What follows belongs to an exercise in optimizing a design on an open flow for small area, a short achievable clock period and few clock cycles per item; a production flow would make more cautious choices.
Only simulation tests tie the RTL to the original design; equivalence was not proved.
Power and IR drop assume default switching activity.

the baseline:
// serial_frame_to_omni_motor_drive
module serial_frame_to_omni_motor_drive
(
  input  logic                   clk,
  input  logic                   rst_n,
  input  logic                   in_valid,
  output logic                   in_ready,
  input  logic [7:0]             in_data,
  output logic                   out_valid,
  input  logic                   out_ready,
  output logic [1:0]             out_motor_index,
  output logic                   out_forward_pin,
  output logic                   out_reverse_pin,
  output logic [15:0]            out_duty,
  output logic                   out_status_led,
  output logic                   out_last,
  input  logic                   cfg_we,
  input  logic [1:0]             cfg_index,
  input  logic [15:0]            cfg_data
);
Size: ~1800 cells after synthesis, ~290 flip-flops, roughly 55 I/O pins, about 18000 um^2 of cells after synthesis.
clock: 7.0 ns
lec_check: 0
cap_margin: 20
core_margin: 2
core_utilization: 40
setup_slack_margin: 4.1
slew_margin: 20
standard.sh (not shown) runs the stock make flow with config.mk's settings and CLKGATE_MAP_FILE= SYNTH_SCRIPT=/design/flow/synth_recipe.tcl, a recipe that flattens the netlist after the stock synthesis.
==> flow/flow/run.sh <==
#!/bin/bash
set -euo pipefail
bash standard.sh synth > synth.log 2>&1
bash standard.sh \
  "BUFFER_PORTS_ARGS=-buffer_cell sky130_fd_sc_hd__buf_2" \
  "CTS_ARGS=-sink_clustering_enable -repair_clock_nets -dont_use_dummy_load -buf_list {sky130_fd_sc_hd__clkbuf_4 sky130_fd_sc_hd__clkbuf_8} -sink_clustering_size 14 -sink_clustering_max_diameter 50" \
  finish > layout.log 2>&1
Testbench counts of the baseline, summed over its fixed seeds: cycles 3,184, frames 384.
[inputs] the candidate vs the baseline
--- a/flow/design.v
+++ b/flow/design.v
@@ -134,21 +134,21 @@
   logic signed [13:0] m_r;
   logic [2:0]  ctl_r [4];
   logic        acc_v;
   logic [28:0] acc_s, acc_c;
   logic        a_fwd, a_rev;
   logic        x_v, x_ph;
   logic [28:0] x_r;
   logic        x_fwd, x_rev;
   logic        out_valid_r;
   logic [1:0]  o_idx;
-  logic        o_fwd, o_rev, o_led, o_last;
+  logic        o_fwd, o_rev, o_led;
   logic [15:0] o_duty;
   logic accept, end_acc, out_free, deliver, do_d1, x_free, do_c, do_a, do_b;
   logic do_mix, mix_last, judge;
   logic jp_nxt, cap_v_nxt, cap_g_nxt, m_v_nxt, m_ph_nxt, jposs_nxt;
   logic [1:0] mw_nxt;
   assign accept   = in_valid && in_ready_r;
   assign end_acc  = accept && (in_data == sfomd_pkg::END_BYTE);
   assign out_free = !out_valid_r;
   assign deliver  = x_v && x_ph && out_free;
   assign do_d1    = x_v && !x_ph;
@@ -173,30 +173,31 @@
   assign ks2 = k3 ^ k4 ^ k5;
   assign kc2 = {((k3 & k4) | (k3 & k5) | (k4 & k5)), 1'b0};
   assign ks3 = ks1 ^ kc1 ^ ks2;
   assign kc3 = {((ks1 & kc1) | (ks1 & ks2) | (kc1 & ks2)), 1'b0};
   assign ka  = ks3 ^ kc3 ^ kc2;
   assign kb  = {((ks3 & kc3) | (ks3 & kc2) | (kc3 & kc2)), 1'b0};
   assign sm  = sa_r + sb_r;
   assign good = !slot_r[6][7] && (sm == slot_r[6][6:0]);
   logic signed [10:0] s4, s4n;
   logic signed [13:0] trow1, trow0, turn;
-  logic [1:0]  td1;
-  logic signed [2:0] td0;
+  logic        t8, t4, tp1, tm1, tm2;
   assign s4    = {3'({1'b0, slot_r[4][7:6]} - 3'd1), slot_r[4][5:0], 2'b01};
   assign s4n   = {3'({1'b0, ~slot_r[4][7:6]} - 3'd3), ~slot_r[4][5:0], 2'b11};
-  assign td1   = {1'b0, gain_r[2]} + {1'b0, gain_r[1]};
-  assign td0   = $signed({2'b00, gain_r[0]}) - $signed({1'b0, gain_r[1], 1'b0});
-  assign trow1 = (td1 == 2'd2) ? 14'(s4) <<< 3 : (td1 == 2'd1) ? 14'(s4) <<< 2 : 14'sd0;
-  assign trow0 = (td0 == 3'sd1)  ? 14'(s4)
-               : (td0 == -3'sd1) ? 14'(s4n)
-               : (td0 == -3'sd2) ? 14'(s4n) <<< 1 : 14'sd0;
+  assign t8    = gain_r[2] & gain_r[1];              
+  assign t4    = gain_r[2] ^ gain_r[1];              
+  assign tp1   = !gain_r[1] & gain_r[0];             
+  assign tm1   = gain_r[1] & gain_r[0];              
+  assign tm2   = gain_r[1] & !gain_r[0];             
+  assign trow1 = (t8 ? (14'(s4) <<< 3) : 14'sd0) | (t4 ? (14'(s4) <<< 2) : 14'sd0);
+  assign trow0 = (tp1 ? 14'(s4) : 14'sd0) | (tm1 ? 14'(s4n) : 14'sd0)
+               | (tm2 ? (14'(s4n) <<< 1) : 14'sd0);
   assign turn  = trow1 + trow0;
   logic signed [10:0] s2, s3;
   logic signed [13:0] v;
   assign s2 = {3'({1'b0, slot_r[2][7:6]} - 3'd1), slot_r[2][5:0], 2'b01};
   assign s3 = {3'({1'b0, slot_r[3][7:6]} - 3'd1), slot_r[3][5:0], 2'b01};
   assign v  = turn_r + 14'(op_r);
   logic [14:0] vx_mix, vx_m;
   logic [2:0]  ctl_mix [4];
   logic [2:0]  ctl_lo [3];
   logic [2:0]  ctl_hi [4];
@@ -358,22 +359,21 @@
       x_r   <= acc_s + acc_c;
       x_fwd <= a_fwd;
       x_rev <= a_rev;
     end else if (do_d1) begin
       x_r[19:0] <= part;
     end
     if (deliver) begin
       o_fwd  <= x_fwd;
       o_rev  <= x_rev;
       o_duty <= duty;
-      o_last <= (o_idx == 2'd2);
     end
   end
   assign in_ready        = in_ready_r;
   assign out_valid       = out_valid_r;
   assign out_motor_index = o_idx;
   assign out_forward_pin = o_fwd;
   assign out_reverse_pin = o_rev;
   assign out_duty        = o_duty;
   assign out_status_led  = o_led;
-  assign out_last        = o_last;
+  assign out_last        = (o_idx == 2'd3);
 endmodule
--- outcome ---
A start point of the critical path of op_r[0]$_SDFFE_PP1P_ is what the baseline shows, while op_r[4]$_DFFE_PP_ belongs to the candidate. The baseline has a higher post-cts gate resize count than the candidate. Net switching fraction of the power (higher): the baseline. Summary of the candidate over the baseline: utilization shows no meaningful change; final cell count went down; critical path's largest stage delay grew by 100 ps; multi-input combinational cell count went down by 17. In the flow results for the baseline and the candidate, the post-synthesis cell count is larger on the baseline. Of the baseline and the candidate, the run reporting the lower met3 usage in global routing was the baseline.
Testbench counts of the candidate, summed over its fixed seeds: cycles 3,184, frames 384.

separate check: timing with driven ports:
In the flow no input, the clock included, has a driving cell. The finished layouts below were timed again as built, in two steps.
Step 1 (the two cells are an assumption about what drives the block):
set clk [get_ports {clk}]
set_driving_cell -lib_cell sky130_fd_sc_hd__clkbuf_16 $clk
set_driving_cell -lib_cell sky130_fd_sc_hd__buf_2 [delete_from_list [all_inputs] $clk]
Step 2 moves the port delays by t, midway between the first and last clock arrival at a register: inputs arrive t later, outputs are due t later. That takes back most of the time a late clock gives input paths.
Three values: ideal ports, drivers, drivers and shift; two values: the first two.
| run | t, ns | setup WS [ns] | latest minus earliest clock arrival (ns) |
|---|---|---|---|
| the baseline | 0.620 | 4.153 / 4.153 / 3.749 | 0.067 / 0.068 |
| the candidate | 0.621 | 4.171 / 4.171 / 3.809 | 0.103 / 0.103 |
After both steps setup and hold are still met in every run listed. For the baseline, which loses most, drivers alone change the setup slack by 0.000 ns; drivers and shift together by -0.404 ns.
